Source: an optimization exercise on an open RTL-to-GDS flow (aim: small area). Production flows keep margins and buffers that such runs may drop.
The RTL was checked by simulation tests, not by an equivalence proof against the original design.
Power is estimated from default activity; no workload was simulated.

===== design/flow/run.sh =====
#!/bin/bash
# synth_recipe.tcl (not shown) runs the flow's synth.tcl, then flattens the netlist and writes it again
# the make line also repeats each setting of config.mk as NAME=value (left out here)
make -C /OpenROAD-flow-scripts/flow DESIGN_CONFIG=/design/flow/config.mk WORK_HOME=/design/flow/orfs CLKGATE_MAP_FILE= SYNTH_SCRIPT=/design/flow/synth_recipe.tcl finish

===== design/flow/config.mk =====
export PLATFORM = sky130hd
export DESIGN_NAME = rv_core_de
export DESIGN_NICKNAME = rv_core_de
export VERILOG_FILES = /design/flow/design.v
export SDC_FILE = /design/flow/constraint.sdc
export NUM_CORES = 4
export LEC_CHECK = 0
export CAP_MARGIN = 20
export CORE_MARGIN = 2
export CORE_UTILIZATION = 55
export CTS_CLUSTER_DIAMETER = 100
export CTS_CLUSTER_SIZE = 25
export SLEW_MARGIN = 20
export SYNTH_HIERARCHICAL = 1

===== design/flow/constraint.sdc =====
create_clock -name core_clock -period 9.0 [get_ports {clk_i}]
set_input_delay 1.8000 -clock core_clock [delete_from_list [all_inputs] [get_ports {clk_i}]]
set_output_delay 1.8000 -clock core_clock [all_outputs]
set_load 0.01 [all_outputs]

===== design/flow/design.v =====
`timescale 1ns/1ps
`default_nettype none
module rv_core_de (
    input  logic        clk_i,
    input  logic        rst_n_i,
    input  logic [31:0] instr_i,
    input  logic [31:0] pc_i,
    input  logic        instr_valid_i,
    output logic        redirect_o,
    output logic [31:0] redirect_pc_o,
    output logic        wb_en_o,
    output logic [4:0]  wb_rd_o,
    output logic [31:0] wb_data_o
);
    logic is_op, is_opimm, is_lui, is_auipc, is_jal, is_jalr, is_br;
    logic valid;
    assign valid    = instr_valid_i & ~redirect_o;  
    assign is_op    = valid & (instr_i[6:0] == 7'b0110011);
    assign is_opimm = valid & (instr_i[6:0] == 7'b0010011);
    assign is_lui   = valid & (instr_i[6:0] == 7'b0110111);
    assign is_auipc = valid & (instr_i[6:0] == 7'b0010111);
    assign is_jal   = valid & (instr_i[6:0] == 7'b1101111);
    assign is_jalr  = valid & (instr_i[6:0] == 7'b1100111);
    assign is_br    = valid & (instr_i[6:0] == 7'b1100011);
    logic [4:0] rd, rs1, rs2;
    logic [2:0] f3;
    assign rd  = instr_i[11:7];
    assign f3  = instr_i[14:12];
    assign rs1 = instr_i[19:15];
    assign rs2 = instr_i[24:20];
    logic [31:0] imm;
    always_comb begin
        if (is_lui || is_auipc)
            imm = {instr_i[31:12], 12'b0};
        else if (is_jal)
            imm = {{12{instr_i[31]}}, instr_i[19:12], instr_i[20], instr_i[30:21], 1'b0};
        else if (is_br)
            imm = {{20{instr_i[31]}}, instr_i[7], instr_i[30:25], instr_i[11:8], 1'b0};
        else
            imm = {{20{instr_i[31]}}, instr_i[31:20]};
    end
    logic [31:0] regs [1:31];
    logic [31:1] rvalid;
    logic [31:1] we;
    logic [991:0] regs_flat;
    always_comb begin
        for (int k = 1; k < 32; k++) we[k] = wb_en_o && (wb_rd_o == 5'(k));
    end
    always_ff @(posedge clk_i or negedge rst_n_i) begin
        if (!rst_n_i) rvalid <= '0;
        else          rvalid <= rvalid | we;
    end
    for (genvar k = 1; k < 32; k++) begin : g_reg
        always_ff @(posedge clk_i) begin
            if (we[k]) regs[k] <= wb_data_o;
        end
        assign regs_flat[32*(k-1) +: 32] = regs[k];
    end
    logic [31:0] sel1, sel2;
    logic [31:0] rs1_val, rs2_val;
    rf_select u_sel1 (.rs_i(rs1), .rvalid_i(rvalid), .we_i(we), .sel_o(sel1));
    rf_select u_sel2 (.rs_i(rs2), .rvalid_i(rvalid), .we_i(we), .sel_o(sel2));
    rf_read   u_rd1  (.sel_i(sel1), .regs_i(regs_flat), .fwd_i(wb_data_o), .data_o(rs1_val));
    rf_read   u_rd2  (.sel_i(sel2), .regs_i(regs_flat), .fwd_i(wb_data_o), .data_o(rs2_val));
    logic        taken;
    logic [31:0] alu_res, tgt;
    rv_alu u_alu (
        .is_op_i(is_op), .is_opimm_i(is_opimm), .is_lui_i(is_lui),
        .is_auipc_i(is_auipc), .is_jal_i(is_jal), .is_jalr_i(is_jalr),
        .is_br_i(is_br), .f3_i(f3), .alt_i(instr_i[30]),
        .rs1_i(rs1_val), .rs2_i(rs2_val), .imm_i(imm), .pc_i(pc_i),
        .res_o(alu_res), .taken_o(taken), .tgt_o(tgt)
    );
    always_ff @(posedge clk_i or negedge rst_n_i) begin
        if (!rst_n_i) begin
            redirect_o <= 1'b0;
            wb_en_o    <= 1'b0;
        end else begin
            redirect_o <= is_jal | is_jalr | (is_br & taken);
            wb_en_o    <= (is_op | is_opimm | is_lui | is_auipc | is_jal | is_jalr) &
                          (rd != 5'd0);
        end
    end
    always_ff @(posedge clk_i) begin
        wb_rd_o       <= rd;
        wb_data_o     <= alu_res;
        redirect_pc_o <= {tgt[31:1], tgt[0] & ~is_jalr};
    end
endmodule
module rf_select (
    input  logic [4:0]  rs_i,
    input  logic [31:1] rvalid_i,
    input  logic [31:1] we_i,
    output logic [31:0] sel_o
);
    always_comb begin
        sel_o[31] = 1'b0;
        for (int k = 1; k < 32; k++) begin
            sel_o[k-1] = (rs_i == 5'(k)) && rvalid_i[k] && !we_i[k];
            sel_o[31]  = sel_o[31] | ((rs_i == 5'(k)) && we_i[k]);
        end
    end
endmodule
module rf_read (
    input  logic [31:0]  sel_i,
    input  logic [991:0] regs_i,
    input  logic [31:0]  fwd_i,
    output logic [31:0]  data_o
);
    always_comb begin
        data_o = {32{sel_i[31]}} & fwd_i;
        for (int k = 0; k < 31; k++) data_o = data_o | ({32{sel_i[k]}} & regs_i[32*k +: 32]);
    end
endmodule
module rv_alu (
    input  logic        is_op_i,
    input  logic        is_opimm_i,
    input  logic        is_lui_i,
    input  logic        is_auipc_i,
    input  logic        is_jal_i,
    input  logic        is_jalr_i,
    input  logic        is_br_i,
    input  logic [2:0]  f3_i,
    input  logic        alt_i,
    input  logic [31:0] rs1_i,
    input  logic [31:0] rs2_i,
    input  logic [31:0] imm_i,
    input  logic [31:0] pc_i,
    output logic [31:0] res_o,
    output logic        taken_o,
    output logic [31:0] tgt_o
);
    logic        use_rs1, use_pc, use_rs2, use_4, alu_f3;
    logic [31:0] op_a, op_b;
    assign use_rs1 = is_op_i | is_opimm_i | is_br_i;
    assign use_pc  = is_auipc_i | is_jal_i | is_jalr_i;
    assign use_rs2 = is_op_i | is_br_i;
    assign use_4   = is_jal_i | is_jalr_i;
    assign alu_f3  = is_op_i | is_opimm_i;
    assign op_a = ({32{use_rs1}} & rs1_i) | ({32{use_pc}} & pc_i);
    assign op_b = use_rs2 ? rs2_i : (use_4 ? 32'd4 : imm_i);
    logic        sub;
    logic [32:0] sum;
    logic        eq, lt, ltu;
    assign sub = is_br_i | (alu_f3 & (f3_i[2:1] == 2'b01)) |
                 (is_op_i & (f3_i == 3'b000) & alt_i);
    assign sum = {1'b0, op_a} + {1'b0, op_b ^ {32{sub}}} + 33'(sub);
    assign ltu = ~sum[32];
    assign lt  = (op_a[31] ^ op_b[31]) ? op_a[31] : sum[31];
    assign eq  = (sum[31:0] == 32'd0);
    logic        shl;
    logic [31:0] sh_in, sh_out, sh_rev;
    logic [32:0] sh_ext;
    assign shl = (f3_i == 3'b001);
    always_comb begin
        for (int i = 0; i < 32; i++) sh_in[i] = shl ? op_a[31-i] : op_a[i];
    end
    assign sh_ext = {~shl & alt_i & op_a[31], sh_in};
    assign sh_out = 32'($signed(sh_ext) >>> op_b[4:0]);
    always_comb begin
        for (int i = 0; i < 32; i++) sh_rev[i] = sh_out[31-i];
    end
    logic [3:0]  tt;
    logic [31:0] lu;
    always_comb begin
        tt = 4'b0000;
        if (alu_f3) begin
            case (f3_i)
                3'b100:  tt = 4'b0110;
                3'b110:  tt = 4'b1110;
                3'b111:  tt = 4'b1000;
                default: tt = 4'b0000;
            endcase
        end
        for (int i = 0; i < 32; i++) lu[i] = tt[{op_a[i], op_b[i]}];
    end
    logic s_sum, s_sll, s_srl, s_slt, s_sltu;
    assign s_sum  = !alu_f3 || (f3_i == 3'b000);
    assign s_sll  = alu_f3 && (f3_i == 3'b001);
    assign s_slt  = alu_f3 && (f3_i == 3'b010);
    assign s_sltu = alu_f3 && (f3_i == 3'b011);
    assign s_srl  = alu_f3 && (f3_i == 3'b101);
    assign res_o  = ({32{s_sum}} & sum[31:0]) | ({32{s_sll}} & sh_rev) |
                    ({32{s_srl}} & sh_out) | lu |
                    {31'b0, (s_slt & lt) | (s_sltu & ltu)};
    always_comb begin
        case (f3_i)
            3'b000:  taken_o = eq;
            3'b001:  taken_o = ~eq;
            3'b100:  taken_o = lt;
            3'b101:  taken_o = ~lt;
            3'b110:  taken_o = ltu;
            3'b111:  taken_o = ~ltu;
            default: taken_o = 1'b0;
        endcase
    end
    assign tgt_o = (is_jalr_i ? rs1_i : pc_i) + imm_i;
endmodule
`default_nettype wire

==> run summary <==
## sequential cells by signal, summed over array words and instances (netlist names)
name / cells
wb_rd_o: 5
rvalid: 31
regs: 992
wb_en_o: 1
redirect_pc_o: 32
wb_data_o: 32
redirect_o: 1
## path summary, 6_finish.rpt
check                                     startpoint              endpoint  slack, ns  cells after the start
max in group asynchronous                    rst_n_i  rvalid[22]$_DFF_PN0_       7.18                      1
worst max register to register     wb_en_o$_DFF_PN0_  redirect_o$_DFF_PN0_       0.46                     30
min in group asynchronous                    rst_n_i  rvalid[19]$_DFF_PN0_       1.22                      1
worst max-delay path                     instr_i[20]  redirect_o$_DFF_PN0_       0.46                     26
worst min-delay path            rvalid[20]$_DFF_PN0_  rvalid[20]$_DFF_PN0_       0.50                      1
worst min register to register  rvalid[20]$_DFF_PN0_  rvalid[20]$_DFF_PN0_       0.50                      1
## layer usage
layer,GRT usage (%),wire length (microns)
met5,0.710,310
met4,30.7,19300
met3,18.1,40100
met2,62.6,93600
met1,62.3,83500
## power breakdown
part | switching, mW | leakage [nW] | internal [mW]
combinational | 0.701 | 9.06 | 0.368
sequential | 0.0298 | 9.99 | 5.64
clock | 1.68 | 0.757 | 1.15
total | 2.41 | 19.8 | 7.16
## area by class of cell
class	instances	area share (%)
sequential	1094	52.7
multi-input combinational	2772	33.7
timing repair buffer	520	7.99
tap	1276	2.63
clock buffer	90	2.43
inverter	44	0.272
clock inverter	6	0.194
antenna	13	0.0536
## layout by cell type (no fill, tap or decap), types with 21 or more instances in the layout
master           count
xnor2_1             74
o211ai_1            33
dfrtp_1             33
mux2_2              38
nand2_1            129
a22oi_1           1078
a21o_1              37
nand4_1            275
nor4b_2             51
buf_4              334
clkbuf_1            35
o21bai_1            31
mux2i_1             77
a21oi_1            110
nor2b_1             21
buf_12              45
or4_1               65
inv_1               42
nand3_1             44
clkbuf_16           52
clkdlybuf4s50_1    136
a22o_1              24
edfxtp_1           992
nor3_1              23
dfxtp_1             68
a31oi_1             27
or2_2               24
o21ai_0            106
xor2_1              21
nor2_4              32
nor2_1             111
ha_1                62
## stage by stage
step	total power [mW]	utilization (%)	instances
2_1_floorplan	6.26	-	4223
3_3_place_gp	6.80	61.2	5702
3_5_place_dp	6.80	61.2	5703
4_1_cts	9.51	62.9	5799
5_1_grt	9.75	63.0	5808
6_report	9.57	63.0	5815
==> flow_summary.json <==
{
  "outcome": "finished clean",
  "drc": 0,
  "synth_area_sq_um": 53400,
  "crit_fanout": 26,
  "yosysWarnings": 11,
  "place_worst_setup_slack_ns": 0.107,
  "avgSynthCellArea_sq_um": 12.7,
  "root_buffer": "clkbuf_16",
  "die_h_microns": 316,
  "vdd_ir_drop_max_mv": 0.166,
  "grt_first_pass_wirelength_microns": 322000,
  "vias": 45800,
  "ctsHoldBuffers": 0,
  "fin_skew_ns": 0.0460,
  "relSlewSlack_pct": 12.8,
  "rsz0062_at_grt": "false",
  "globalplace.congestion": 1.11,
  "io_buffers": 137,
  "arrival_ns": 9.21,
  "numCtsBuffers": 52,
  "die-width_microns": 316,
  "min_period_ns": 8.54,
  "min_path_type": "flip-flop to flip-flop",
  "cts_tree": "yes",
  "area_delta_synth_final_pct": 13.7,
  "clock-sinks": 1094,
  "drt-total-wl_microns": 237000,
  "synthCells": 4223,
  "hold_violations": 0,
  "fin_setup_tns_ns": 0,
  "core_sq_um": 96400,
  "power_density_nw_per_um2": 158,
  "die_area_sq_um": 99700,
  "fin_area_sq_um": 60700,
  "grt_start_max_net_pins": 40,
  "cp-start-kind": "primary input",
  "final-seq-area_sq_um": 32000,
  "vias_per_cell": 7.88,
  "wl_per_cell_microns": 40.7,
  "synthesis.nets": 4354,
  "htreeDepth": 2,
  "critPathTopFamily": "simple AND/OR/NAND/NOR gates",
  "cts-resized-gates": 0,
  "fill_cells": 7599,
  "drtIter0Drc": 10100,
  "antenna_found_initial": 28,
  "grt_overflow": 0,
  "num_rows": 114,
  "initial_core_util_pct": 55.4,
  "critPathBufInv": 5,
  "ant_nets": 0,
  "clock_latency_ns": 0.72,
  "maxCapViolCount": 0,
  "drive_gt1_share_pct": 14.3,
  "postCtsSetupBuffers": 0,
  "endpoint_kind": "flip-flop",
  "multi_input_area_sq_um": 20500,
  "io_pins": 138,
  "track_usage_pct": 46.5,
  "finalSetupViolCount": 0,
  "worst_pin_slew_ns": 1.30,
  "final_max_slew_viol_count": 0,
  "path_clk_slew_ns": 0.11,
  "grt_pass1_vias": 42100,
  "max_freq_mhz": 117,
  "cts.path.max_buffers": 3,
  "finalCritPeriodShare_pct": 94.9,
  "cpPeakStageDelay_ns": 0.75,
  "leakagePower_nw": 19.8,
  "hold_slack_ns": 0.499,
  "worst_slack_ns": 0.458,
  "dpl.hpwl_microns": 160000,
  "slowest_stage": "nor4b_2",
  "nets": 4615,
  "place_area_sq_um": 59000,
  "cp.required_ns": 9.67,
  "crit_type": "primary input to flip-flop",
  "first_pass_iters": 9
}

[port drivers added, routing unchanged]
Ports are ideal in the flow. The routed layout listed here was re-timed in OpenROAD.
Step 1 assumes that a clkbuf_16 drives the clock port and a buf_2 every other input.
Step 2 times the ports against the registers' clock, not the clock port: input delays grow and output delays shrink by t, the midpoint of the rising clock arrivals with the driver on.
Three values: no drivers, after step 1, after step 2; two values: the first two.
t (ns): 0.780
setup slack, ns: 0.458 / 0.446 / -0.333
worst hold slack (ns): 0.499 / 0.499 / 0.499
worst setup path at the end: input to register
latest minus earliest clock arrival (ns): 0.046 / 0.047
With both steps, setup timing fails in this run, where it was met with ideal ports. The setup slack of this run moves by -0.012 ns with the drivers and by -0.791 ns with both steps.
